Context: an optimization exercise on an open-source flow, tuned for small area, a short achievable clock period and few clock cycles. The choices shown serve that exercise and are no tape-out recipe. No run shown here included a check of the RTL's function; only the layout flow was run.

## flow/design.v (module list and top-level ports; edited modules follow where they fit)
// module alu: 26 lines
// module mulLow: 1283 lines
// module armCpu: 174 lines
module armCpu (
	input  logic          clk,
	input  logic          reset,
	input  armPkg::word_t readData,
	output armPkg::word_t memAdr,
	output armPkg::word_t writeData,
	output logic          memWrite
);
  // ...
==> flow/run.sh <==
#!/bin/bash
# synth_recipe.tcl (not shown) runs the flow's synth.tcl, then flattens the netlist and writes it again
# the make line also repeats each setting of config.mk as NAME=value (left out here)
make -C /OpenROAD-flow-scripts/flow DESIGN_CONFIG=/design/flow/config.mk WORK_HOME=/design/flow/orfs CLKGATE_MAP_FILE= SYNTH_SCRIPT=/design/flow/synth_recipe.tcl finish
==> flow/config.mk <==
export PLATFORM = sky130hd
export DESIGN_NAME = armCpu
export DESIGN_NICKNAME = armCpu
export VERILOG_FILES = /design/flow/design.v
export SDC_FILE = /design/flow/constraint.sdc
export NUM_CORES = 4
export LEC_CHECK = 0
export ABC_CLOCK_PERIOD_IN_PS = 4000
export CAP_MARGIN = 20
export CORE_MARGIN = 2
export CORE_UTILIZATION = 40
export SETUP_SLACK_MARGIN = 5
export SLEW_MARGIN = 20
==> flow/constraint.sdc <==
create_clock -name core_clock -period 15.0 [get_ports {clk}]
set_input_delay 3.0000 -clock core_clock [delete_from_list [all_inputs] [get_ports {clk}]]
set_output_delay 3.0000 -clock core_clock [all_outputs]
set_load 0.01 [all_outputs]
==> qor.yml, run 1 <==
drt:
  wl_met2_microns: 88300
  drtPass1Iterations: 8
  wl_met3_microns: 17200
  drtIter0Drc: 5165
  highest_layer: "met5"
job:
  maxCapViolCount: 0
logic_synthesis:
  yosysWarnings: 2
  synth_top_family_by_area: "compound AO/OA/AOI/OAI gates"
  synth-main-ff-cell: "edfxtp_1"
  syn_area_sq_um: 54900
  synth_top_cell_by_area: "edfxtp_1"
  synth_nets: 5937
cells_and_area:
  final_common_cell: "nand2_1"
  antenna_cells: 5
  regMostFlops: "regFile"
  multi_input_area_share_pct: 53.9
  largest_register_ffs: 480
run_status:
  status: "no timing/DRC/antenna violations"
placed_design:
  dpl_cell_area_sq_um: 57400
  pre_cts_ws_ps: 6820
setup_path:
  critPathTopFamily: "buffers and inverters"
  cp_data_required_time_ps: 12000
floorplan:
  coreArea_sq_um: 136000
  die_y_microns: 375
  dieArea_sq_um: 140000
  die_w_microns: 375
  io_pins: 99
clock_tree:
  cts-root-buf: "clkbuf_16"
  clkLatencyLatePin_ps: 650
  cts_resized: 0
  cts_sinks: 668
sta:
  whs_ps: 473
  final_max_slew_viol_count: 0
  relSlewSlack_pct: 10.2
  min_period_over_period_pct: 59.6
  rsz0062_at_grt: "no"
min_path:
  min_delay_path_depth: 2
grt:
  gr-usage-met1_pct: 37.2
  grt_first_pass_wirelength_microns: 283000
  grt.met3_usage_pct: 4.25
  grt_max_degree: 93
==> run 2: changes to the inputs <==
==> flow/flow/run.sh (new file) <==
#!/bin/bash
# The standard layout, with timing repair aiming for setup slack well above zero
# at the design's clock period (the constraints themselves are unchanged).
set -euo pipefail
bash standard.sh SETUP_SLACK_MARGIN=10 finish > make_finish.log 2>&1
==> flow/standard.sh (new file) <==
#!/bin/bash
# synth_recipe.tcl (not shown) runs the flow's synth.tcl, then flattens the netlist and writes it again
# the make line also repeats each setting of config.mk as NAME=value (left out here)
make -C /OpenROAD-flow-scripts/flow DESIGN_CONFIG=/design/flow/config.mk WORK_HOME=/design/flow/orfs CLKGATE_MAP_FILE= SYNTH_SCRIPT=/design/flow/synth_recipe.tcl "${@:-finish}"
==> flow/config.mk (replaced) <==
export PLATFORM = sky130hd
export DESIGN_NAME = armCpu
export DESIGN_NICKNAME = armCpu
export VERILOG_FILES = /design/flow/design.v
export SDC_FILE = /design/flow/constraint.sdc
export NUM_CORES = 4
export LEC_CHECK = 0
export CAP_MARGIN = 20
export CORE_MARGIN = 2
export CORE_UTILIZATION = 40
export SLEW_MARGIN = 20
removed: flow/run.sh
==> run 2 against run 1 <==
- still clean
- final cell count grew 6.8%
- area after synthesis stayed put
- critical path depth grew 18
- highest routed layer unchanged
==> qor.yml, run 2 <==
run_status:
  status: "no timing/DRC/antenna violations"  # unchanged
logic_synthesis:
  synth_top_cell_by_area: "edfxtp_1"  # unchanged
  ys_seq_area_share_pct: 36.0  # unchanged
  synth_cells: 5501  # unchanged
  yosys-top-cells-area: "edfxtp_1 34%, mux4_2 11%, fa_1 6.9%"  # unchanged
  synth_common_cells: "798 x nand2_1, 619 x edfxtp_1, 404 x o21ai_0"  # unchanged
  synth_compound_area_share_pct: 15.1  # unchanged
  yosysWarnings: 2  # unchanged
  synth_top_family_by_area: "compound AO/OA/AOI/OAI gates"  # unchanged
  synth_nets: 5937  # unchanged
  syn_area_sq_um: 54900  # unchanged
  synth_edf_count: 619  # unchanged
  synth-xor-area-share_pct: 3.92  # unchanged
  synth.distinct_cells: 90  # unchanged
  postSynthAreaPerCell_sq_um: 9.98  # unchanged
  synth_adder_area_share_pct: 13.4  # unchanged
  synthMuxAreaShare_pct: 14.0  # unchanged
  synth-simple-area-share_pct: 11.8  # unchanged
  synth_most_common_cell: "nand2_1"  # unchanged
  synth_top_area_share_pct: 33.8  # unchanged
  async_reset_ff_share_pct: 6.14  # unchanged
  ys_ff_latch: 668  # unchanged
  synth-main-ff-cell: "edfxtp_1"  # unchanged
drt:
  wirelength_microns: 222000  # was 193000 microns
  drtIter0Drc: 6546  # was 5165
  viasPerCell: 6.36  # was 6.17
  drc_errors: 0  # unchanged
  wl_per_cell_microns: 29.0  # was 26.9 microns
  ant_nets: 0  # unchanged
  dr_total_vias: 48600  # was 44200
  drtPass1Iterations: 6  # was 8
cells_and_area:
  fin_nets: 6243  # was 5758
  layoutNonFillerInstCount: 7650  # was 7165
  drive_gt1_share_pct: 29.4  # was 11.4%
  fill_cells: 11500  # was 12900
  final_util_pct: 52.1  # was 44.0%
  largest_register_ffs: 480  # unchanged
  final_cell_mix: "707 x nand2_1, 619 x edfxtp_1, 324 x o21ai_0, 312 x buf_4, 305 x inv_1"  # was 797 x nand2_1, 619 x edfxtp_1, 402 x o21ai_0, 368 x a21oi_1, 349 x inv_1
  ff_latch_area_sq_um: 19800  # about the same
  final_common_cell: "nand2_1"  # unchanged
  multi_input_area_sq_um: 36300  # was 32200 sq um
  area_delta_synth_final_pct: 28.9  # was 8.78%
  regMostFlops: "regFile"  # unchanged
sta:
  finalSetupTns_ps: 0  # unchanged
  skew_ps: 42.5  # was 43.0 ps
  final_max_slew_viol_count: 0  # unchanged
  min_period_over_period_pct: 45.4  # was 59.6%
  rsz0062_at_grt: "yes"  # was no
  tightest_slew_ps: 1110  # was 1330 ps
  max_freq_mhz: 147  # was 112 MHz
  period_needed_ps: 6800  # was 8950 ps
  setup_viol: 0  # unchanged
  relSlewSlack_pct: 25.7  # was 10.2%
  hold_viol: 0  # unchanged
setup_path:
  slowest_stage: "fa_2"  # was and2_2
  cp_data_required_time_ps: 15380  # was 12000 ps
  cp-end-kind: "flop"  # was primary output
  critical_path_class: "flop to flop"  # was flop to primary output
  max_stage_delay_ps: 550  # was 960 ps
  cp_max_fo: 8  # was 65
  cp.arrival_ps: 7180  # was 5950 ps
  worstSetupStartpointType: "flop"  # unchanged
grt:
  grt_usage_pct: 30.3  # was 27.0%
  antenna_found_initial: 10  # was 8
  grt_overflow_total: 0  # unchanged
  grt_first_pass_wirelength_microns: 316000  # was 283000 microns
  first_global_vias: 45500  # was 41400
  grt_max_degree: 64  # was 93
clock_tree:
  cts-root-buf: "clkbuf_16"  # unchanged
  cts_sinks: 668  # unchanged
  cts_max_path_buffers: 3  # unchanged
  clkLatencyLatePin_ps: 670  # was 650 ps
  htree_levels: 3  # unchanged
  clkSlewWorstSetupHoldPaths_ps: 60  # about the same
  cts_tree: "yes"  # unchanged
  cts_buffers: 75  # was 74
job:
  maxCapViolCount: 0  # unchanged
placed_design:
  port_buffers: 98  # unchanged
  hpwl_microns: 129000  # was 134000 microns
  place_congestion: 0.944  # was 0.968
  dpl.cell_count: 7011  # was 7026
floorplan:
  coreArea_sq_um: 136000  # unchanged
  fp-row-count: 135  # unchanged
  die_y_microns: 375  # unchanged
  start_util_pct: 40.4  # unchanged
  die_w_microns: 375  # unchanged
  io_pins: 99  # unchanged
  dieArea_sq_um: 140000  # unchanged
min_path:
  min_path_type: "flop to flop"  # unchanged
run 2: changes by cell type in the layout (fill, tap and decap cells not counted), sizes merged, moves of 2 or more:
cell           before  now
o21ai             407  412
and2               34   36
buf               122  595
clkbuf             98  110
bufbuf              0   27
dlymetal6s2s        0    3
nor2              300  302
clkdlybuf4s50      98   31
dlygate4sd2         0   21
clkinvlp            2    5
clkdlybuf4s15       0    5
inv               355  351
diode               5    3
run 2: logic make-up (layout without fill, tap and decap cells):
group                    after synthesis  in the layout
other                                  0              3
adder cells (fa/ha/maj)              495            495
buffers and inverters                831           1184
AND/OR/NAND/NOR                     1482           1487
XOR/XNOR                             246            246
flip-flops                           668            668
AO/OA/AOI/OAI                       1342           1348
multiplexers                         437            438
run 2: stage by stage:
| step | setup slack, ps | hold WS, ps | instance area (sq um) |
|---|---|---|---|
| 2_1_floorplan | 8730 | 441 | 56600 |
| 3_3_place_gp | 6770 | 478 | 58400 |
| 3_5_place_dp | 6620 | 463 | 58400 |
| 4_1_cts | 8420 | 479 | 68400 |
| 5_1_grt | 8160 | 535 | 70800 |
| 6_report | 8200 | 519 | 70800 |
run 2: cell type report:
type	instances	area share [%]
inverters	356	1.96
diodes	3	0.0106
multi-input cells	4014	51.3
repair buffers	692	12.1
clock inverters	36	0.566
flip-flops and latches	668	28.0
clock buffers	100	2.86
well taps	1781	3.15
run 2: critical path: cells and delay by family (launching register included):
kind / cells / cell delay [ps]
compound gates: 9 / 1640
simple gates: 2 / 370
flops: 1 / 440
fa+ha+maj: 6 / 2550
buf+inv: 11 / 1360
xor+xnor: 1 / 150
run 2: layer usage:
metal,track usage [%],vias up,wire length (microns)
met4,16.5,6,15200
li1,-,20600,-
met3,5.44,719,24000
met1,40.4,24200,83300
met5,0,-,38
met2,46.8,3116,99200
run 2: final timing paths:
| kind | startpoint | to | slack (ps) | cells past startpoint |
|---|---|---|---|---|
| setup reg to reg | wdReg[3] | regFile[7][25] | 8200 | 29 |
| hold reg to reg | dSetNZ | pendSetNZ | 520 | 0 |
| setup / recovery | wdReg[3] | regFile[7][25] | 8200 | 29 |
| min in group asynchronous | reset | pcF[28] | 2900 | 2 |
| max in group asynchronous | reset | flags[3] | 11370 | 2 |
| hold / removal | dSetNZ | pendSetNZ | 520 | 0 |
run 2: timing repair:
item / 4_1_cts / 5_1_grt
endpoints found under the setup margin: 952 / 469
hold buffers: 0 / 0
setup buffers: 321 / 94
gates cloned: 77 / 8
endpoints found under the hold margin: 0 / 0
resized for setup: 860 / 333
pin swaps: 189 / 152
==> module alu, before the edit <==
module alu (
	input  logic [31:0] a,
	input  logic [31:0] b,
	input  logic [2:0]  op,        
	input  logic        isSub,
	input  logic [1:0]  logicSel,  
	output logic [31:0] sum,
	output logic [31:0] result,
	output logic [3:0]  flags
);
	logic [32:0] s;
	logic [31:0] bx;
	assign bx = isSub ? ~b : b;
	assign s = {1'b0, a} + {1'b0, bx} + {32'b0, isSub};
	assign sum = s[31:0];
	always_comb begin
		case (logicSel)
			2'b00: result = s[31:0];
			2'b01: result = a & b;
			2'b10: result = a | b;
			default: result = a ^ b;
		endcase
	end
	assign flags = {result[31], result == 32'b0, s[32],
		(a[31] ^ bx[31] ^ 1'b1) & (a[31] ^ s[31])};
endmodule
==> module armCpu, before the edit <==
module armCpu (
	input  logic          clk,
	input  logic          reset,
	input  armPkg::word_t readData,
	output armPkg::word_t memAdr,
	output armPkg::word_t writeData,
	output logic          memWrite
);
	localparam logic [1:0] PH_EXEC = 2'd0;
	localparam logic [1:0] PH_LOAD = 2'd1;
	localparam logic [1:0] PH_STORE = 2'd2;
	localparam logic [1:0] PH_MUL = 2'd3;
	logic [31:0] pcF;         
	logic [31:0] brTarget;    
	logic        irValid;
	logic [1:0]  phase;
	logic        memPh;       
	logic [3:0]  flags;       
	logic [3:0]  cond;
	logic [11:0] imm12;
	logic [3:0]  raIdx, rbIdx, wIdx;
	logic        dIsDp, dIsMul, dIsMem, dIsLoad, dIsBr;
	logic        dUseImm, dIsSub, dSetNZ, dSetCV;
	logic [1:0]  dLogicSel;
	logic [31:0] adrReg;
	logic [31:0] wdReg;
	logic [3:0]  pendIdx;
	logic        pendSetNZ;
	logic [31:0] regFile [0:14];
	logic [1:0] fOp;
	logic       fIsMul;
	assign fOp = readData[27:26];
	assign fIsMul = (fOp == 2'b00) && !readData[25] && (readData[24:21] == 4'b0000)
		&& (readData[7:4] == 4'b1001);
	logic condEx;
	always_comb begin
		case (cond)
			4'b0000: condEx = flags[2];
			4'b0001: condEx = !flags[2];
			4'b0010: condEx = flags[1];
			4'b0011: condEx = !flags[1];
			4'b0100: condEx = flags[3];
			4'b0101: condEx = !flags[3];
			4'b0110: condEx = flags[0];
			4'b0111: condEx = !flags[0];
			4'b1000: condEx = flags[1] && !flags[2];
			4'b1001: condEx = !(flags[1] && !flags[2]);
			4'b1010: condEx = flags[3] == flags[0];
			4'b1011: condEx = flags[3] != flags[0];
			4'b1100: condEx = !flags[2] && (flags[3] == flags[0]);
			4'b1101: condEx = !(!flags[2] && (flags[3] == flags[0]));
			4'b1110: condEx = 1'b1;
			default: condEx = 1'b0;
		endcase
	end
	logic exec, go;
	assign exec = irValid && (phase == PH_EXEC);
	assign go = exec && condEx;
	logic taken;
	assign taken = go && dIsBr;
	logic [31:0] pc8;
	assign pc8 = pcF + 32'd4;
	logic [31:0] ra, rb;
	assign ra = (raIdx == 4'hF) ? pc8 : regFile[raIdx];
	assign rb = (rbIdx == 4'hF) ? pc8 : regFile[rbIdx];
	logic [31:0] srcB, sum, aluResult;
	logic [3:0]  aluFlags;
	assign srcB = dUseImm ? {20'b0, imm12} : rb;
	alu alu_inst (
		.a(ra),
		.b(srcB),
		.op(3'b0),
		.isSub(dIsSub),
		.logicSel(dLogicSel),
		.sum(sum),
		.result(aluResult),
		.flags(aluFlags)
	);
	logic [31:0] product;
	mulLow mulLow_inst (
		.a(adrReg),
		.b(wdReg),
		.y(product)
	);
	logic [31:0] fetchAdr;
	assign fetchAdr = taken ? brTarget : pcF;
	assign memAdr = memPh ? adrReg : fetchAdr;
	assign writeData = wdReg;
	always_ff @(posedge clk or posedge reset) begin
		if (reset) begin
			pcF <= '0;
			irValid <= 1'b0;
			phase <= PH_EXEC;
			memPh <= 1'b0;
			flags <= '0;
			memWrite <= 1'b0;
		end else begin
			memWrite <= 1'b0;
			memPh <= 1'b0;
			case (phase)
				PH_EXEC: begin
					pcF <= fetchAdr + 32'd4;
					irValid <= 1'b1;
					if (go && dIsDp) begin
						if (dSetNZ) flags[3:2] <= aluFlags[3:2];
						if (dSetCV) flags[1:0] <= aluFlags[1:0];
					end
					if (go && dIsMem) begin
						phase <= dIsLoad ? PH_LOAD : PH_STORE;
						memWrite <= !dIsLoad;
						memPh <= 1'b1;
					end
					if (go && dIsMul) phase <= PH_MUL;
				end
				PH_MUL: begin
					if (pendSetNZ) flags[3:2] <= {product[31], product == 32'b0};
					phase <= PH_EXEC;
				end
				default: phase <= PH_EXEC;
			endcase
		end
	end
	always_ff @(posedge clk) begin
		if (phase == PH_EXEC) begin
			cond <= readData[31:28];
			imm12 <= readData[11:0];
			dIsMul <= fIsMul;
			dIsDp <= (fOp == 2'b00) && !fIsMul;
			dIsMem <= (fOp == 2'b01);
			dIsLoad <= readData[20];
			dIsBr <= (fOp == 2'b10);
			raIdx <= fIsMul ? readData[11:8] : readData[19:16];
			rbIdx <= (fOp == 2'b01) ? readData[15:12] : readData[3:0];
			wIdx <= fIsMul ? readData[19:16] : readData[15:12];
			dUseImm <= (fOp == 2'b01) || readData[25];
			dIsSub <= (fOp == 2'b00) && (readData[24:21] == 4'b0010);
			dSetNZ <= readData[20];
			dSetCV <= readData[20] && (readData[24:21] == 4'b0100 || readData[24:21] == 4'b0010);
			case (readData[24:21])
				4'b0000: dLogicSel <= (fOp == 2'b00) ? 2'b01 : 2'b00;
				4'b1100: dLogicSel <= (fOp == 2'b00) ? 2'b10 : 2'b00;
				4'b0001: dLogicSel <= (fOp == 2'b00) ? 2'b11 : 2'b00;
				default: dLogicSel <= 2'b00;
			endcase
			brTarget <= fetchAdr + 32'd8 + {{6{readData[23]}}, readData[23:0], 2'b00};
		end
		if (go && (dIsMem || dIsMul)) begin
			adrReg <= dIsMul ? ra : sum;
			wdReg <= rb;
			pendIdx <= wIdx;
			pendSetNZ <= dSetNZ;
		end
	end
	logic        rfWe;
	logic [3:0]  rfWa;
	logic [31:0] rfWd;
	always_comb begin
		rfWe = go && dIsDp;
		rfWa = wIdx;
		rfWd = aluResult;
		if (phase == PH_LOAD) begin
			rfWe = 1'b1;
			rfWa = pendIdx;
			rfWd = readData;
		end else if (phase == PH_MUL) begin
			rfWe = 1'b1;
			rfWa = pendIdx;
			rfWd = product;
		end
	end
	always_ff @(posedge clk) begin
		if (rfWe && rfWa != 4'hF) regFile[rfWa] <= rfWd;
	end
endmodule
==> run 3: changes to the inputs <==
--- a/flow/design.v
+++ b/flow/design.v
@@ -26,7 +26,6 @@
 module alu (
 	input  logic [31:0] a,
 	input  logic [31:0] b,
-	input  logic [2:0]  op,        
 	input  logic        isSub,
 	input  logic [1:0]  logicSel,  
 	output logic [31:0] sum,
@@ -35,9 +34,11 @@
 );
 	logic [32:0] s;
 	logic [31:0] bx;
+	logic        zSum;
 	assign bx = isSub ? ~b : b;
 	assign s = {1'b0, a} + {1'b0, bx} + {32'b0, isSub};
 	assign sum = s[31:0];
+	assign zSum = ((a ^ bx) == {a[30:0] | bx[30:0], isSub});
 	always_comb begin
 		case (logicSel)
 			2'b00: result = s[31:0];
@@ -46,16 +47,17 @@
 			default: result = a ^ b;
 		endcase
 	end
-	assign flags = {result[31], result == 32'b0, s[32],
+	assign flags = {result[31], (logicSel == 2'b00) ? zSum : (result == 32'b0), s[32],
 		(a[31] ^ bx[31] ^ 1'b1) & (a[31] ^ s[31])};
 endmodule
 `default_nettype wire
 `timescale 1ns/100ps
 `default_nettype none
-module mulLow (
+module mulCsa (
 	input  logic [31:0] a,
 	input  logic [31:0] b,
-	output logic [31:0] y
+	output logic [31:0] y0,
+	output logic [31:0] y1
 );
 	logic [15:0] one, two, neg;
 	logic [32:0] bx;
@@ -1330,10 +1332,8 @@
 	logic w479, w480;
 	assign w479 = w363 ^ w418 ^ w419;
 	assign w480 = (w363 & w418) | (w363 & w419) | (w418 & w419);
-	logic [31:0] r0, r1;
-	assign r0 = {w478, w476, w474, w472, w470, w468, w466, w464, w462, w460, w458, w456, w454, w452, w450, w448, w446, w444, w442, w440, w438, w436, w434, w432, w430, w428, w426, w424, w422, neg[1], pp0_1, pp0_0};
-	assign r1 = {w479, w477, w475, w473, w471, w469, w467, w465, w463, w461, w459, w457, w455, w453, w451, w449, w447, w445, w443, w441, w439, w437, w435, w433, w431, w429, w427, w425, w423, w421, 1'b0, neg[0]};
-	assign y = r0 + r1;
+	assign y0 = {w478, w476, w474, w472, w470, w468, w466, w464, w462, w460, w458, w456, w454, w452, w450, w448, w446, w444, w442, w440, w438, w436, w434, w432, w430, w428, w426, w424, w422, neg[1], pp0_1, pp0_0};
+	assign y1 = {w479, w477, w475, w473, w471, w469, w467, w465, w463, w461, w459, w457, w455, w453, w451, w449, w447, w445, w443, w441, w439, w437, w435, w433, w431, w429, w427, w425, w423, w421, 1'b0, neg[0]};
 endmodule
 `default_nettype wire
 `timescale 1ns/100ps
@@ -1346,15 +1346,13 @@
 	output armPkg::word_t writeData,
 	output logic          memWrite
 );
-	localparam logic [1:0] PH_EXEC = 2'd0;
-	localparam logic [1:0] PH_LOAD = 2'd1;
-	localparam logic [1:0] PH_STORE = 2'd2;
-	localparam logic [1:0] PH_MUL = 2'd3;
 	logic [31:0] pcF;         
 	logic [31:0] brTarget;    
-	logic        irValid;
-	logic [1:0]  phase;
-	logic        memPh;       
+	logic        phExec;      
+	logic        phLoad;      
+	logic        phStore;     
+	logic        phMul1;      
+	logic        phMul2;      
 	logic [3:0]  flags;       
 	logic [3:0]  cond;
 	logic [11:0] imm12;
@@ -1393,75 +1391,70 @@
 			default: condEx = 1'b0;
 		endcase
 	end
-	logic exec, go;
-	assign exec = irValid && (phase == PH_EXEC);
-	assign go = exec && condEx;
-	logic taken;
+	logic go, taken, stallStart, fetchEn;
+	assign go = phExec && condEx;
 	assign taken = go && dIsBr;
-	logic [31:0] pc8;
-	assign pc8 = pcF + 32'd4;
+	assign stallStart = go && (dIsMem || dIsMul);
+	assign fetchEn = !(phLoad || phStore || phMul1 || phMul2);
+	logic [31:0] pc4, pc8f, bt4, bt8;
+	assign pc4 = pcF + 32'd4;       
+	assign pc8f = pcF + 32'd8;
+	assign bt4 = brTarget + 32'd4;
+	assign bt8 = brTarget + 32'd8;
 	logic [31:0] ra, rb;
-	assign ra = (raIdx == 4'hF) ? pc8 : regFile[raIdx];
-	assign rb = (rbIdx == 4'hF) ? pc8 : regFile[rbIdx];
+	assign ra = (raIdx == 4'hF) ? pc4 : regFile[raIdx];
+	assign rb = (rbIdx == 4'hF) ? pc4 : regFile[rbIdx];
 	logic [31:0] srcB, sum, aluResult;
 	logic [3:0]  aluFlags;
 	assign srcB = dUseImm ? {20'b0, imm12} : rb;
 	alu alu_inst (
 		.a(ra),
 		.b(srcB),
-		.op(3'b0),
 		.isSub(dIsSub),
 		.logicSel(dLogicSel),
 		.sum(sum),
 		.result(aluResult),
 		.flags(aluFlags)
 	);
-	logic [31:0] product;
-	mulLow mulLow_inst (
+	logic [31:0] csSum, csCarry, product;
+	logic        productZ;
+	mulCsa mulCsa_inst (
 		.a(adrReg),
 		.b(wdReg),
-		.y(product)
+		.y0(csSum),
+		.y1(csCarry)
 	);
-	logic [31:0] fetchAdr;
-	assign fetchAdr = taken ? brTarget : pcF;
-	assign memAdr = memPh ? adrReg : fetchAdr;
+	assign product = adrReg + wdReg;
+	assign productZ = ((adrReg ^ wdReg) == {adrReg[30:0] | wdReg[30:0], 1'b0});
+	assign memAdr = taken ? brTarget : ((phLoad || phStore) ? adrReg : pcF);
 	assign writeData = wdReg;
 	always_ff @(posedge clk or posedge reset) begin
 		if (reset) begin
 			pcF <= '0;
-			irValid <= 1'b0;
-			phase <= PH_EXEC;
-			memPh <= 1'b0;
+			phExec <= 1'b0;
+			phLoad <= 1'b0;
+			phStore <= 1'b0;
+			phMul1 <= 1'b0;
+			phMul2 <= 1'b0;
 			flags <= '0;
 			memWrite <= 1'b0;
 		end else begin
-			memWrite <= 1'b0;
-			memPh <= 1'b0;
-			case (phase)
-				PH_EXEC: begin
-					pcF <= fetchAdr + 32'd4;
-					irValid <= 1'b1;
-					if (go && dIsDp) begin
-						if (dSetNZ) flags[3:2] <= aluFlags[3:2];
-						if (dSetCV) flags[1:0] <= aluFlags[1:0];
-					end
-					if (go && dIsMem) begin
-						phase <= dIsLoad ? PH_LOAD : PH_STORE;
-						memWrite <= !dIsLoad;
-						memPh <= 1'b1;
-					end
-					if (go && dIsMul) phase <= PH_MUL;
-				end
-				PH_MUL: begin
-					if (pendSetNZ) flags[3:2] <= {product[31], product == 32'b0};
-					phase <= PH_EXEC;
-				end
-				default: phase <= PH_EXEC;
-			endcase
+			phExec <= (fetchEn && !stallStart) || phLoad || phStore || phMul2;
+			phLoad <= stallStart && dIsMem && dIsLoad;
+			phStore <= stallStart && dIsMem && !dIsLoad;
+			memWrite <= stallStart && dIsMem && !dIsLoad;
+			phMul1 <= stallStart && dIsMul;
+			phMul2 <= phMul1;
+			if (fetchEn) pcF <= taken ? bt4 : pc4;
+			if (go && dIsDp) begin
+				if (dSetNZ) flags[3:2] <= aluFlags[3:2];
+				if (dSetCV) flags[1:0] <= aluFlags[1:0];
+			end
+			if (phMul2 && pendSetNZ) flags[3:2] <= {product[31], productZ};
 		end
 	end
 	always_ff @(posedge clk) begin
-		if (phase == PH_EXEC) begin
+		if (fetchEn) begin
 			cond <= readData[31:28];
 			imm12 <= readData[11:0];
 			dIsMul <= fIsMul;
@@ -1482,14 +1475,18 @@
 				4'b0001: dLogicSel <= (fOp == 2'b00) ? 2'b11 : 2'b00;
 				default: dLogicSel <= 2'b00;
 			endcase
-			brTarget <= fetchAdr + 32'd8 + {{6{readData[23]}}, readData[23:0], 2'b00};
+			brTarget <= (taken ? bt8 : pc8f) + {{6{readData[23]}}, readData[23:0], 2'b00};
 		end
-		if (go && (dIsMem || dIsMul)) begin
+		if (stallStart) begin
 			adrReg <= dIsMul ? ra : sum;
 			wdReg <= rb;
 			pendIdx <= wIdx;
 			pendSetNZ <= dSetNZ;
 		end
+		if (phMul1) begin
+			adrReg <= csSum;
+			wdReg <= csCarry;
+		end
 	end
 	logic        rfWe;
 	logic [3:0]  rfWa;
@@ -1498,11 +1495,11 @@
 		rfWe = go && dIsDp;
 		rfWa = wIdx;
 		rfWd = aluResult;
-		if (phase == PH_LOAD) begin
+		if (phLoad) begin
 			rfWe = 1'b1;
 			rfWa = pendIdx;
 			rfWd = readData;
-		end else if (phase == PH_MUL) begin
+		end else if (phMul2) begin
 			rfWe = 1'b1;
 			rfWa = pendIdx;
 			rfWd = product;
==> flow/flow/run.sh (replaced) <==
#!/bin/bash
# The standard layout, with timing repair aiming for setup slack well above zero
# at the design's clock period (the constraints themselves are unchanged).
set -euo pipefail
bash standard.sh SETUP_SLACK_MARGIN=8 finish > make_finish.log 2>&1
==> run 3 against run 2 <==
- worst setup slack gained 23 ps
- flip-flop and latch count unchanged
- clock-buffer cell count decreased by 6
- global-route usage grew 0.68 points
- critical path type is now flop to primary output
==> qor.yml, run 3 <==
run_status:
  status: "no timing/DRC/antenna violations"  # unchanged
floorplan:
  dieArea_sq_um: 149000  # was 140000 sq um
  die_y_microns: 386  # was 375 microns
  fp-row-count: 140  # was 135
  die_w_microns: 386  # was 375 microns
  io_pins: 99  # unchanged
  coreArea_sq_um: 145000  # was 136000 sq um
  start_util_pct: 40.2  # was 40.4%
drt:
  ant_nets: 0  # unchanged
  dr_total_vias: 50900  # was 48600
  drtPass1Iterations: 9  # was 6
  drc_errors: 0  # unchanged
  wirelength_microns: 236000  # was 222000 microns
  drtIter0Drc: 7244  # was 6546
  viasPerCell: 6.36  # about the same
  wl_per_cell_microns: 29.4  # was 29.0 microns
grt:
  antenna_found_initial: 9  # was 10
  first_global_vias: 47000  # was 45500
  grt_use_met2_pct: 46.5  # was 46.8%
  grt_overflow_total: 0  # unchanged
  grt_max_degree: 80  # was 64
  grt_usage_pct: 31.0  # was 30.3%
  grt_first_pass_wirelength_microns: 336000  # was 316000 microns
  gr-usage-met1_pct: 41.6  # was 40.4%
  grt.met3_usage_pct: 6.41  # was 5.44%
  busiest_layer: "met2"  # unchanged
job:
  maxCapViolCount: 0  # unchanged
logic_synthesis:
  synth_top_cell_by_area: "edfxtp_1"  # unchanged
  syn_area_sq_um: 58400  # was 54900 sq um
  yosys-top-cells-area: "edfxtp_1 32%, mux4_2 10%, fa_1 6.5%"  # was edfxtp_1 34%, mux4_2 11%, fa_1 6.9%
  synth_nets: 6729  # was 5937
  ys_ff_latch: 668  # unchanged
  synth_top_area_share_pct: 31.8  # was 33.8%
  async_reset_ff_share_pct: 6.14  # unchanged
  synth_common_cells: "686 x nand2_1, 647 x o21ai_0, 636 x a21oi_1"  # was 798 x nand2_1, 619 x edfxtp_1, 404 x o21ai_0
  synth_most_common_cell: "nand2_1"  # unchanged
  ys_seq_area_share_pct: 33.8  # was 36.0%
  synth_cells: 6257  # was 5501
  postSynthAreaPerCell_sq_um: 9.33  # was 9.98 sq um
  synth_edf_count: 618  # was 619
  synth-main-ff-cell: "edfxtp_1"  # unchanged
  yosysWarnings: 2  # unchanged
  synth.distinct_cells: 81  # was 90
setup_path:
  critical_path_class: "flop to primary output"  # was flop to flop
  cp-end-kind: "primary output"  # was flop
  cp_max_fo: 49  # was 8
  cp_data_required_time_ps: 12000  # was 15380 ps
  worstSetupStartpointType: "flop"  # unchanged
  cp.arrival_ps: 3780  # was 7180 ps
sta:
  min_period_over_period_pct: 45.2  # was 45.4%
  setup_viol: 0  # unchanged
  skew_ps: 35.6  # was 42.5 ps
  final_max_slew_viol_count: 0  # unchanged
  rsz0062_at_grt: "no"  # was yes
  relSlewSlack_pct: 20.5  # was 25.7%
  hold_viol: 0  # unchanged
  max_freq_mhz: 147  # about the same
  tightest_slew_ps: 1190  # was 1110 ps
  setup_slack_ps: 8220  # was 8200 ps
  period_needed_ps: 6780  # was 6800 ps
  finalSetupTns_ps: 0  # unchanged
  whs_ps: 494  # was 519 ps
cells_and_area:
  final_cell_mix: "685 x nand2_1, 639 x o21ai_0, 630 x a21oi_1, 618 x edfxtp_1, 415 x nor2_1"  # was 707 x nand2_1, 619 x edfxtp_1, 324 x o21ai_0, 312 x buf_4, 305 x inv_1
  area_delta_synth_final_pct: 9.44  # was 28.9%
  final_common_cell: "nand2_1"  # unchanged
  regMostFlops: "regFile"  # unchanged
  drive_gt1_share_pct: 11.0  # was 29.4%
  multi_input_area_sq_um: 35200  # was 36300 sq um
  fill_cells: 13800  # was 11500
  fin_nets: 6497  # was 6243
  ff_latch_area_sq_um: 19800  # about the same
  largest_register_ffs: 480  # unchanged
clock_tree:
  cts_sinks: 668  # unchanged
  cts_tree: "yes"  # unchanged
  clkSlewWorstSetupHoldPaths_ps: 60  # about the same
  cts_buffers: 73  # was 75
  cts-root-buf: "clkbuf_16"  # unchanged
  htree_levels: 3  # unchanged
  clkLatencyLatePin_ps: 650  # was 670 ps
  cts_max_path_buffers: 3  # unchanged
placed_design:
  port_buffers: 98  # unchanged
  pre_cts_ws_ps: 6420  # was 6620 ps
  hpwl_microns: 163000  # was 129000 microns
  place_congestion: 1.02  # was 0.944
min_path:
  min_path_type: "flop to flop"  # unchanged
-- run 3: changes by cell type after synthesis, moves of 106 or more --
| cell | previous run | this run |
|---|---|---|
| clkbuf_1 | 354 | 480 |
| nor2b_1 | 123 | 17 |
| a21oi_1 | 375 | 636 |
| nand3_1 | 71 | 192 |
| nand2_1 | 798 | 686 |
| o21ai_0 | 404 | 647 |
| nor2_1 | 300 | 433 |
-- run 3: path summary, 6_finish.rpt --
kind,start,to,slack (ps),depth (start not counted)
worst min register to register,wIdx[3],pendIdx[3],490,0
max in group asynchronous,reset,phMul1,11550,3
worst max-delay path,flags[0],memAdr[1],8220,9
worst min-delay path,wIdx[3],pendIdx[3],490,0
min in group asynchronous,reset,pcF[28],2860,3
worst max register to register,wdReg[1],wdReg[31],8300,21
-- run 3: worst max-delay path, stage by stage (launching register included) --
cell and delay (ps):
dfrtp_1 440, or3b_2 480, a21oi_1 150, o21a_1 210
o21a_1 300, nor4_4 80, buf_12 190, buf_16 190
o21ai_0 430, clkdlybuf4s50_1 640
-- run 3: layout make-up --
| type | instances | area share [%] |
|---|---|---|
| clock buffers | 94 | 3.16 |
| clock inverters | 41 | 0.589 |
| multi-input cells | 4610 | 55.1 |
| well taps | 1917 | 3.75 |
| diodes | 4 | 0.0157 |
| inverters | 394 | 2.32 |
| flip-flops and latches | 668 | 31.0 |
| repair buffers | 278 | 4.08 |
-- run 3: layer usage --
metal	vias up	wire (microns)
met4	14	16400
met5	-	80
met2	3258	102000
met1	24800	90900
met3	721	25800
li1	22100	-
-- run 3: cell families after synthesis --
family | share of synthesized area (%)
flip-flops | 33.8
AO/OA/AOI/OAI | 18.0
multiplexers | 13.0
XOR/XNOR | 5.65
buffers and inverters | 6.31
adder cells (fa/ha/maj) | 11.9
AND/OR/NAND/NOR | 11.3
-- run 3: repair_timing --
item	4_1_cts	5_1_grt
gates resized for setup	25	25
pin swaps	0	2
endpoints found under the setup margin	286	162
gates cloned	1	1
buffers inserted	7	4
hold buffers	0	0
-- run 3: per-stage QoR --
stage	cells	util (%)	area [sq um]
after floorplan	6257	-	58400
after global placement	7852	42.0	61000
after detailed placement	7853	42.0	61000
after CTS	7996	43.9	63700
after global routing	8002	44.0	63900
final	8006	44.0	63900
==> run 4: changes to the inputs <==
==> flow/flow/run.sh (replaced) <==
#!/bin/bash
# The standard layout, with timing repair aiming for setup slack well above zero
# at the design's clock period (the constraints themselves are unchanged).
set -euo pipefail
bash standard.sh SETUP_SLACK_MARGIN=10 finish > make_finish.log 2>&1
==> run 4 against run 3 <==
- worst setup slack improved by 830 ps
- highest routed layer unchanged
- still clean on timing, DRC and antenna
- die area unchanged
- non-clock buffer count rose by 397
- largest cell class unchanged
- maximum frequency grew 14%
- critical path type unchanged
==> qor.yml, run 4 <==
drt:
  wl_met3_microns: 35800  # was 25800 microns
  drc_errors: 0  # unchanged
  wl_per_cell_microns: 31.5  # was 29.4 microns
  dr_total_vias: 55300  # was 50900
  drtPass1Iterations: 8  # was 9
  viasPerCell: 6.58  # was 6.36
  highest_layer: "met5"  # unchanged
  drtIter0Drc: 8402  # was 7244
  ant_nets: 0  # unchanged
  m1WireLength_microns: 94400  # was 90900 microns
  wirelength_microns: 265000  # was 236000 microns
  wl_met2_microns: 111000  # was 102000 microns
logic_synthesis:
  yosysWarnings: 2  # unchanged
  synth.distinct_cells: 81  # unchanged
  synth_cells: 6257  # unchanged
  postSynthAreaPerCell_sq_um: 9.33  # unchanged
  ys_ff_latch: 668  # unchanged
  synth_nets: 6729  # unchanged
  syn_area_sq_um: 58400  # unchanged
  synth_top_area_share_pct: 31.8  # unchanged
  synth_common_cells: "686 x nand2_1, 647 x o21ai_0, 636 x a21oi_1"  # unchanged
  ys_seq_area_share_pct: 33.8  # unchanged
  synth-main-ff-cell: "edfxtp_1"  # unchanged
  yosys-top-cells-area: "edfxtp_1 32%, mux4_2 10%, fa_1 6.5%"  # unchanged
  synth_edf_count: 618  # unchanged
  synth_top_cell_by_area: "edfxtp_1"  # unchanged
  synth_most_common_cell: "nand2_1"  # unchanged
  async_reset_ff_share_pct: 6.14  # unchanged
clock_tree:
  htree_levels: 3  # unchanged
  cts-root-buf: "clkbuf_16"  # unchanged
  cts_sinks: 668  # unchanged
  clkLatencyLatePin_ps: 670  # was 650 ps
  cts_buffers: 71  # was 73
  holdBufCountCts: 0  # unchanged
  clkSlewWorstSetupHoldPaths_ps: 60  # about the same
  cts_max_path_buffers: 3  # unchanged
  cts_tree: "yes"  # unchanged
setup_path:
  critPathTopFamily: "buffers and inverters"  # was compound AO/OA/AOI/OAI gates
  slowest_stage: "edfxtp_1"  # was clkdlybuf4s50_1
  crit_buf_inv: 6  # was 3
  cp_data_required_time_ps: 12000  # about the same
  max_stage_delay_ps: 440  # was 640 ps
  cp_max_fo: 6  # was 49
  cp-end-kind: "primary output"  # unchanged
  critical_path_class: "flop to primary output"  # unchanged
  r2r_slack_ps: 9120  # was 8300 ps
  crit_top_cell: "buf_12"  # was o21a_1
  cp_cell_sequence: "buf_4, mux2i_2, a211oi_2, o21a_4, nor4_4, buf_12, buf_12, buf_12, buf_16, o21ai_2, buf_2"  # was or3b_2, a21oi_1, o21a_1, o21a_1, nor4_4, buf_12, buf_16, o21ai_0, clkdlybuf4s50_1
  cp.arrival_ps: 2950  # was 3780 ps
  worstSetupStartpointType: "flop"  # unchanged
grt:
  first_global_vias: 50700  # was 47000
  grt_usage_pct: 34.3  # was 31.0%
  grt_first_pass_wirelength_microns: 370000  # was 336000 microns
  grt_overflow_total: 0  # unchanged
  grt_max_degree: 75  # was 80
  antenna_found_initial: 15  # was 9
floorplan:
  start_util_pct: 40.2  # unchanged
  dieArea_sq_um: 149000  # unchanged
  die_y_microns: 386  # unchanged
  die_w_microns: 386  # unchanged
  io_pins: 99  # unchanged
  fp-row-count: 140  # unchanged
  coreArea_sq_um: 145000  # unchanged
placed_design:
  dpl_cell_area_sq_um: 61300  # was 61000 sq um
  port_buffers: 98  # unchanged
  place_congestion: 1.04  # was 1.02
  pre_cts_ws_ps: 7640  # was 6420 ps
  hpwl_microns: 162000  # was 163000 microns
job:
  maxCapViolCount: 0  # unchanged
cells_and_area:
  fill_cells: 12800  # was 13800
  drive_gt1_share_pct: 25.0  # was 11.0%
  fin_nets: 6902  # was 6497
  largest_register_ffs: 480  # unchanged
  regMostFlops: "regFile"  # unchanged
  area_delta_synth_final_pct: 24.2  # was 9.44%
  final_common_cell: "nand2_1"  # unchanged
  final_util_pct: 50.0  # was 44.0%
  final_cell_mix: "641 x nand2_1, 618 x edfxtp_1, 550 x a21oi_1, 507 x o21ai_0, 381 x nor2_1"  # was 685 x nand2_1, 639 x o21ai_0, 630 x a21oi_1, 618 x edfxtp_1, 415 x nor2_1
  fin_area_sq_um: 72600  # was 63900 sq um
sta:
  hold_viol: 0  # unchanged
  setup_slack_ps: 9050  # was 8220 ps
  max_freq_mhz: 168  # was 147 MHz
  setup_viol: 0  # unchanged
  min_period_over_period_pct: 39.7  # was 45.2%
  final_max_slew_viol_count: 0  # unchanged
  rsz0062_at_grt: "yes"  # was no
  skew_ps: 51.2  # was 35.6 ps
  tightest_slew_ps: 1120  # was 1190 ps
  relSlewSlack_pct: 24.3  # was 20.5%
  finalSetupTns_ps: 0  # unchanged
  period_needed_ps: 5950  # was 6780 ps
run_status:
  status: "no timing/DRC/antenna violations"  # unchanged
min_path:
  min_path_type: "flop to flop"  # unchanged
==> run 4: area by class of cell <==
class	count	area, sq um	share of cell area (%)
inverters	394	1570	2.16
clock inverters	40	394	0.543
multi-input cells	4620	38600	53.2
well taps	1917	2400	3.31
diodes	5	12.5	0.0172
flip-flops and latches	668	19800	27.3
clock buffers	86	1860	2.57
repair buffers	675	7870	10.8
==> run 4: timing repair <==
item	4_1_cts	5_1_grt
hold endpoints to repair	0	0
resized for setup	830	307
buffers inserted	271	99
gates cloned	58	11
setup endpoints to repair	602	528
pin swaps	139	158
==> run 4: final timing paths <==
check                      startpoint  depth (start not counted)               to
hold reg to reg               wIdx[3]                          0       pendIdx[3]
min in group asynchronous       reset                          3           phExec
setup / recovery              cond[3]                         11       memAdr[15]
hold / removal                wIdx[3]                          0       pendIdx[3]
setup reg to reg                 flop                         24  regFile[10][28]
max in group asynchronous       reset                          3           pcF[7]
==> run 4: metal layers <==
metal	vias up	GRT usage, %
met2	4297	50.0
met4	18	22.9
met3	1072	9.57
met5	-	0
met1	27000	44.5
li1	23000	-
==> run 4: cells by family (layout without fill, tap and decap cells) <==
family,Yosys count,after routing,share of synthesized area [%]
compound gates,1828,1832,18.0
simple gates,1540,1541,11.3
buf+inv,979,1195,6.31
flops,668,668,33.8
fa+ha+maj,442,442,11.9
mux,423,428,13.0
xor+xnor,377,377,5.65
other cells,0,5,0
==> run 4: per-stage QoR <==
stage	std cells	hold slack, ps
after floorplan	6257	352
after global placement	7834	468
after detailed placement	7834	469
after CTS	8289	483
after global routing	8400	506
final	8405	488
==> run 5: changes to the inputs <==
--- a/flow/design.v
+++ b/flow/design.v
@@ -1370,37 +1370,39 @@
 	assign fOp = readData[27:26];
 	assign fIsMul = (fOp == 2'b00) && !readData[25] && (readData[24:21] == 4'b0000)
 		&& (readData[7:4] == 4'b1001);
-	logic condEx;
-	always_comb begin
-		case (cond)
-			4'b0000: condEx = flags[2];
-			4'b0001: condEx = !flags[2];
-			4'b0010: condEx = flags[1];
-			4'b0011: condEx = !flags[1];
-			4'b0100: condEx = flags[3];
-			4'b0101: condEx = !flags[3];
-			4'b0110: condEx = flags[0];
-			4'b0111: condEx = !flags[0];
-			4'b1000: condEx = flags[1] && !flags[2];
-			4'b1001: condEx = !(flags[1] && !flags[2]);
-			4'b1010: condEx = flags[3] == flags[0];
-			4'b1011: condEx = flags[3] != flags[0];
-			4'b1100: condEx = !flags[2] && (flags[3] == flags[0]);
-			4'b1101: condEx = !(!flags[2] && (flags[3] == flags[0]));
-			4'b1110: condEx = 1'b1;
-			default: condEx = 1'b0;
+	function automatic logic condHolds(input logic [3:0] c, input logic [3:0] f);
+		case (c)
+			4'b0000: condHolds = f[2];
+			4'b0001: condHolds = !f[2];
+			4'b0010: condHolds = f[1];
+			4'b0011: condHolds = !f[1];
+			4'b0100: condHolds = f[3];
+			4'b0101: condHolds = !f[3];
+			4'b0110: condHolds = f[0];
+			4'b0111: condHolds = !f[0];
+			4'b1000: condHolds = f[1] && !f[2];
+			4'b1001: condHolds = !(f[1] && !f[2]);
+			4'b1010: condHolds = f[3] == f[0];
+			4'b1011: condHolds = f[3] != f[0];
+			4'b1100: condHolds = !f[2] && (f[3] == f[0]);
+			4'b1101: condHolds = !(!f[2] && (f[3] == f[0]));
+			4'b1110: condHolds = 1'b1;
+			default: condHolds = 1'b0;
 		endcase
-	end
+	endfunction
+	logic condEx;       
+	logic takenR;       
+	logic memPh;        
 	logic go, taken, stallStart, fetchEn;
 	assign go = phExec && condEx;
-	assign taken = go && dIsBr;
+	assign taken = takenR;
 	assign stallStart = go && (dIsMem || dIsMul);
 	assign fetchEn = !(phLoad || phStore || phMul1 || phMul2);
-	logic [31:0] pc4, pc8f, bt4, bt8;
+	logic [31:0] pc4, fetchAdr, fetchAdr4, fetchAdr8;
 	assign pc4 = pcF + 32'd4;       
-	assign pc8f = pcF + 32'd8;
-	assign bt4 = brTarget + 32'd4;
-	assign bt8 = brTarget + 32'd8;
+	assign fetchAdr = taken ? brTarget : pcF;
+	assign fetchAdr4 = fetchAdr + 32'd4;
+	assign fetchAdr8 = fetchAdr + 32'd8;
 	logic [31:0] ra, rb;
 	assign ra = (raIdx == 4'hF) ? pc4 : regFile[raIdx];
 	assign rb = (rbIdx == 4'hF) ? pc4 : regFile[rbIdx];
@@ -1426,8 +1428,21 @@
 	);
 	assign product = adrReg + wdReg;
 	assign productZ = ((adrReg ^ wdReg) == {adrReg[30:0] | wdReg[30:0], 1'b0});
-	assign memAdr = taken ? brTarget : ((phLoad || phStore) ? adrReg : pcF);
+	assign memAdr = taken ? brTarget : (memPh ? adrReg : pcF);
 	assign writeData = wdReg;
+	logic [3:0] flagsN;
+	always_comb begin
+		flagsN = flags;
+		if (go && dIsDp) begin
+			if (dSetNZ) flagsN[3:2] = aluFlags[3:2];
+			if (dSetCV) flagsN[1:0] = aluFlags[1:0];
+		end
+		if (phMul2 && pendSetNZ) flagsN[3:2] = {product[31], productZ};
+	end
+	logic phExecN, condN, isBrN;
+	assign phExecN = (fetchEn && !stallStart) || phLoad || phStore || phMul2;
+	assign condN = condHolds(fetchEn ? readData[31:28] : cond, flagsN);
+	assign isBrN = fetchEn ? (fOp == 2'b10) : dIsBr;
 	always_ff @(posedge clk or posedge reset) begin
 		if (reset) begin
 			pcF <= '0;
@@ -1436,21 +1451,23 @@
 			phStore <= 1'b0;
 			phMul1 <= 1'b0;
 			phMul2 <= 1'b0;
+			memPh <= 1'b0;
+			condEx <= 1'b0;
+			takenR <= 1'b0;
 			flags <= '0;
 			memWrite <= 1'b0;
 		end else begin
-			phExec <= (fetchEn && !stallStart) || phLoad || phStore || phMul2;
+			phExec <= phExecN;
+			condEx <= condN;
+			takenR <= phExecN && isBrN && condN;
+			memPh <= stallStart && dIsMem;
 			phLoad <= stallStart && dIsMem && dIsLoad;
 			phStore <= stallStart && dIsMem && !dIsLoad;
 			memWrite <= stallStart && dIsMem && !dIsLoad;
 			phMul1 <= stallStart && dIsMul;
 			phMul2 <= phMul1;
-			if (fetchEn) pcF <= taken ? bt4 : pc4;
-			if (go && dIsDp) begin
-				if (dSetNZ) flags[3:2] <= aluFlags[3:2];
-				if (dSetCV) flags[1:0] <= aluFlags[1:0];
-			end
-			if (phMul2 && pendSetNZ) flags[3:2] <= {product[31], productZ};
+			if (fetchEn) pcF <= fetchAdr4;
+			flags <= flagsN;
 		end
 	end
 	always_ff @(posedge clk) begin
@@ -1475,7 +1492,7 @@
 				4'b0001: dLogicSel <= (fOp == 2'b00) ? 2'b11 : 2'b00;
 				default: dLogicSel <= 2'b00;
 			endcase
-			brTarget <= (taken ? bt8 : pc8f) + {{6{readData[23]}}, readData[23:0], 2'b00};
+			brTarget <= fetchAdr8 + {{6{readData[23]}}, readData[23:0], 2'b00};
 		end
 		if (stallStart) begin
 			adrReg <= dIsMul ? ra : sum;
==> flow/flow/run.sh (replaced) <==
#!/bin/bash
# The standard layout, with timing repair aiming for setup slack well above zero
# at the design's clock period (the constraints themselves are unchanged), and
# plain buffers on the ports.
set -euo pipefail
bash standard.sh SETUP_SLACK_MARGIN=10 "BUFFER_PORTS_ARGS=-buffer_cell sky130_fd_sc_hd__buf_4" finish > make_finish.log 2>&1
--- a/flow/config.mk
+++ b/flow/config.mk
@@ -9,3 +9,4 @@
 export CORE_MARGIN = 2
 export CORE_UTILIZATION = 40
 export SLEW_MARGIN = 20
+export TNS_END_PERCENT = 5
==> run 5 against run 4 <==
- still clean
- die area is 0.33% lower
- sequential share of layout area is 2.2 points higher
- synthesized cell count is 1.0% lower
- critical path depth is 14 higher
- core utilization is 3.3 points lower
- worst setup slack worse by 570 ps
- register-to-register slack worse by 650 ps
- area after synthesis is 0.33% lower
- largest cell class unchanged
==> qor.yml, run 5 <==
floorplan:
  start_util_pct: 40.4  # was 40.2%
  io_pins: 99  # unchanged
  die_y_microns: 385  # was 386 microns
  dieArea_sq_um: 149000  # about the same
  fp-row-count: 139  # was 140
  coreArea_sq_um: 144000  # was 145000 sq um
  die_w_microns: 385  # was 386 microns
sta:
  finalSetupTns_ps: 0  # unchanged
  final_max_slew_viol_count: 0  # unchanged
  max_freq_mhz: 153  # was 168 MHz
  setup_slack_ps: 8470  # was 9050 ps
  tightest_slew_ps: 1160  # was 1120 ps
  period_needed_ps: 6530  # was 5950 ps
  skew_ps: 37.5  # was 51.2 ps
  setup_viol: 0  # unchanged
  hold_viol: 0  # unchanged
  relSlewSlack_pct: 22.4  # was 24.3%
  min_period_over_period_pct: 43.5  # was 39.7%
  rsz0062_at_grt: "yes"  # unchanged
logic_synthesis:
  synth-main-ff-cell: "edfxtp_1"  # unchanged
  synth_cells: 6194  # was 6257
  ys_seq_area_share_pct: 34.0  # was 33.8%
  yosys-top-cells-area: "edfxtp_1 32%, mux4_2 9.9%, fa_1 6.5%"  # was edfxtp_1 32%, mux4_2 10%, fa_1 6.5%
  synth_top_area_share_pct: 31.6  # was 31.8%
  yosysWarnings: 2  # unchanged
  synth_nets: 6693  # was 6729
  syn_area_sq_um: 58200  # was 58400 sq um
  synth_common_cells: "687 x o21ai_0, 662 x nand2_1, 613 x edfxtp_1"  # was 686 x nand2_1, 647 x o21ai_0, 636 x a21oi_1
  synth_top_cell_by_area: "edfxtp_1"  # unchanged
  synth_edf_count: 613  # was 618
  postSynthAreaPerCell_sq_um: 9.40  # was 9.33 sq um
  ys_ff_latch: 671  # was 668
  synth_most_common_cell: "o21ai_0"  # was nand2_1
  async_reset_ff_share_pct: 6.56  # was 6.14%
  synth.distinct_cells: 79  # was 81
setup_path:
  crit_top_cell: "mux4_2"  # was buf_12
  cp_max_fo: 5  # was 6
  cp_data_required_time_ps: 15530  # was 12000 ps
  cp.arrival_ps: 7060  # was 2950 ps
  cp-end-kind: "flop"  # was primary output
  max_stage_delay_ps: 540  # was 440 ps
  critical_path_class: "flop to flop"  # was flop to primary output
  worstSetupStartpointType: "flop"  # unchanged
  slowest_stage: "mux4_2"  # was edfxtp_1
clock_tree:
  holdBufCountCts: 0  # unchanged
  clkSlewWorstSetupHoldPaths_ps: 70  # was 60 ps
  cts_buffers: 76  # was 71
  clkLatencyLatePin_ps: 660  # was 670 ps
  cts_tree: "yes"  # unchanged
  cts-root-buf: "clkbuf_16"  # unchanged
  cts_max_path_buffers: 3  # unchanged
  htree_levels: 3  # unchanged
  cts_sinks: 671  # was 668
drt:
  wl_per_cell_microns: 30.5  # was 31.5 microns
  drtIter0Drc: 7756  # was 8402
  dr_total_vias: 52500  # was 55300
  viasPerCell: 6.46  # was 6.58
  drc_errors: 0  # unchanged
  wirelength_microns: 248000  # was 265000 microns
  ant_nets: 0  # unchanged
  drtPass1Iterations: 9  # was 8
grt:
  grt.met3_usage_pct: 5.89  # was 9.57%
  grt_overflow_total: 0  # unchanged
  gr-usage-met1_pct: 41.6  # was 44.5%
  first_global_vias: 47800  # was 50700
  busiest_layer: "met2"  # unchanged
  grt_first_pass_wirelength_microns: 341000  # was 370000 microns
  antenna_found_initial: 13  # was 15
  grt_use_met2_pct: 49.2  # was 50.0%
  grt_max_degree: 78  # was 75
  grt_usage_pct: 31.5  # was 34.3%
placed_design:
  hpwl_microns: 163000  # was 162000 microns
  place_congestion: 1.01  # was 1.04
  pre_cts_ws_ps: 6590  # was 7640 ps
  port_buffers: 98  # unchanged
  dpl_cell_area_sq_um: 60700  # was 61300 sq um
  dpl.cell_count: 7794  # was 7834
cells_and_area:
  drive_gt1_share_pct: 17.7  # was 25.0%
  area_delta_synth_final_pct: 15.4  # was 24.2%
  largest_register_ffs: 480  # unchanged
  final_cell_mix: "649 x nand2_1, 636 x o21ai_0, 613 x edfxtp_1, 562 x a21oi_1, 400 x inv_1"  # was 641 x nand2_1, 618 x edfxtp_1, 550 x a21oi_1, 507 x o21ai_0, 381 x nor2_1
  fin_area_sq_um: 67200  # was 72600 sq um
  fill_cells: 13500  # was 12800
  ff_latch_area_sq_um: 19800  # about the same
  regMostFlops: "regFile"  # unchanged
  fin_nets: 6671  # was 6902
  layoutNonFillerInstCount: 8139  # was 8405
  final_common_cell: "nand2_1"  # unchanged
  multi_input_area_sq_um: 35900  # was 38600 sq um
min_path:
  min_path_type: "flop to flop"  # unchanged
job:
  maxCapViolCount: 0  # unchanged
run_status:
  status: "no timing/DRC/antenna violations"  # unchanged
-- run 5: logic make-up (layout without fill, tap and decap cells) --
kind of cell               count (synthesis)  in the layout  share of synthesized area (%)
AOI/OAI and AO/OA                       1897           1897                           19.2
xor gates and xnor gates                 296            296                           4.45
adders and majority gates                469            469                           12.5
buffers and inverters                   1005           1039                           6.49
DFF                                      671            671                           34.0
muxes                                    410            410                           12.6
other                                      0              7                              0
and+or+nand+nor                         1446           1447                           10.8
-- run 5: through the flow --
step,util (%),hold WS (ps)
after detailed placement,42.2,427
after floorplan,-,352
after CTS,44.7,444
final,46.6,444
after global placement,42.2,423
after global routing,46.6,480
-- run 5: area by class of cell --
cell class / instances / share of cell area, %
multi-input cells: 4519 / 53.4
flip-flops and latches: 671 / 29.5
repair buffers: 471 / 7.23
well taps: 1903 / 3.55
clock buffers: 95 / 2.97
inverters: 433 / 2.52
clock inverters: 40 / 0.803
diodes: 7 / 0.0261
-- run 5: repair_timing --
action	4_1_cts	5_1_grt
setup buffers	43	127
resized for setup	104	300
gates cloned	6	26
endpoints found under the setup margin	549	531
pin swaps	14	90
-- run 5: final timing paths --
check	endpoint	from	slack [ps]	cells past startpoint
worst max-delay path	takenR	flop	8470	25
worst min-delay path	dIsBr	dIsBr	440	2
worst max register to register	takenR	flop	8470	25
worst min register to register	dIsBr	dIsBr	440	2
max in group asynchronous	phLoad	reset	11900	3
min in group asynchronous	pcF[24]	reset	2530	3
-- run 5: critical path, delay by kind of cell, from the launching register on --
kind	cells	cell delay, ps
mux	5	1710
xor+xnor	2	380
simple gates	3	570
buf+inv	4	600
flops	1	390
compound gates	10	2360
fa+ha+maj	1	360
-- run 5: layer usage --
metal  vias to the layer above  wire length, microns  share of wire, %
met5                         -                    87             0.035
met4                        12                 16300               6.6
met3                       844                 27300                11
met2                      3484                110000                44
met1                     25800                 94200                38
li1                      22400                     -                 -

==> port drivers added, routing unchanged <==
In the flow no input, the clock included, has a driving cell. The finished layouts below were timed again as built, in two steps. Step 1 assumes that a clkbuf_16 drives the clock port and a buf_2 every other input. Step 2, shift: input delay + t, output delay - t, t = (earliest + latest rising clock arrival at the registers) / 2. This alone moves slack from input paths to output paths. Slacks: ideal ports / drivers / drivers and shift; pairs: ideal ports / drivers.
run	t (ns)	setup slack, ns	worst hold slack (ns)	cell pins on the clock port's net
run 1	0.699	6.054 / 5.985 / 6.684	0.473 / 0.473 / 0.473	1
run 2	0.719	8.196 / 8.196 / 8.196	0.519 / 0.519 / 0.519	1
run 3	0.702	8.218 / 8.154 / 7.594	0.494 / 0.494 / 0.494	1
run 4	0.718	9.046 / 8.976 / 8.651	0.488 / 0.488 / 0.488	1
run 5	0.720	8.471 / 8.471 / 8.174	0.444 / 0.444 / 0.444	1
After both steps every run listed still meets setup and hold. For run 3, which loses most, drivers alone change the setup slack by -0.064 ns; drivers and shift together by -0.624 ns.
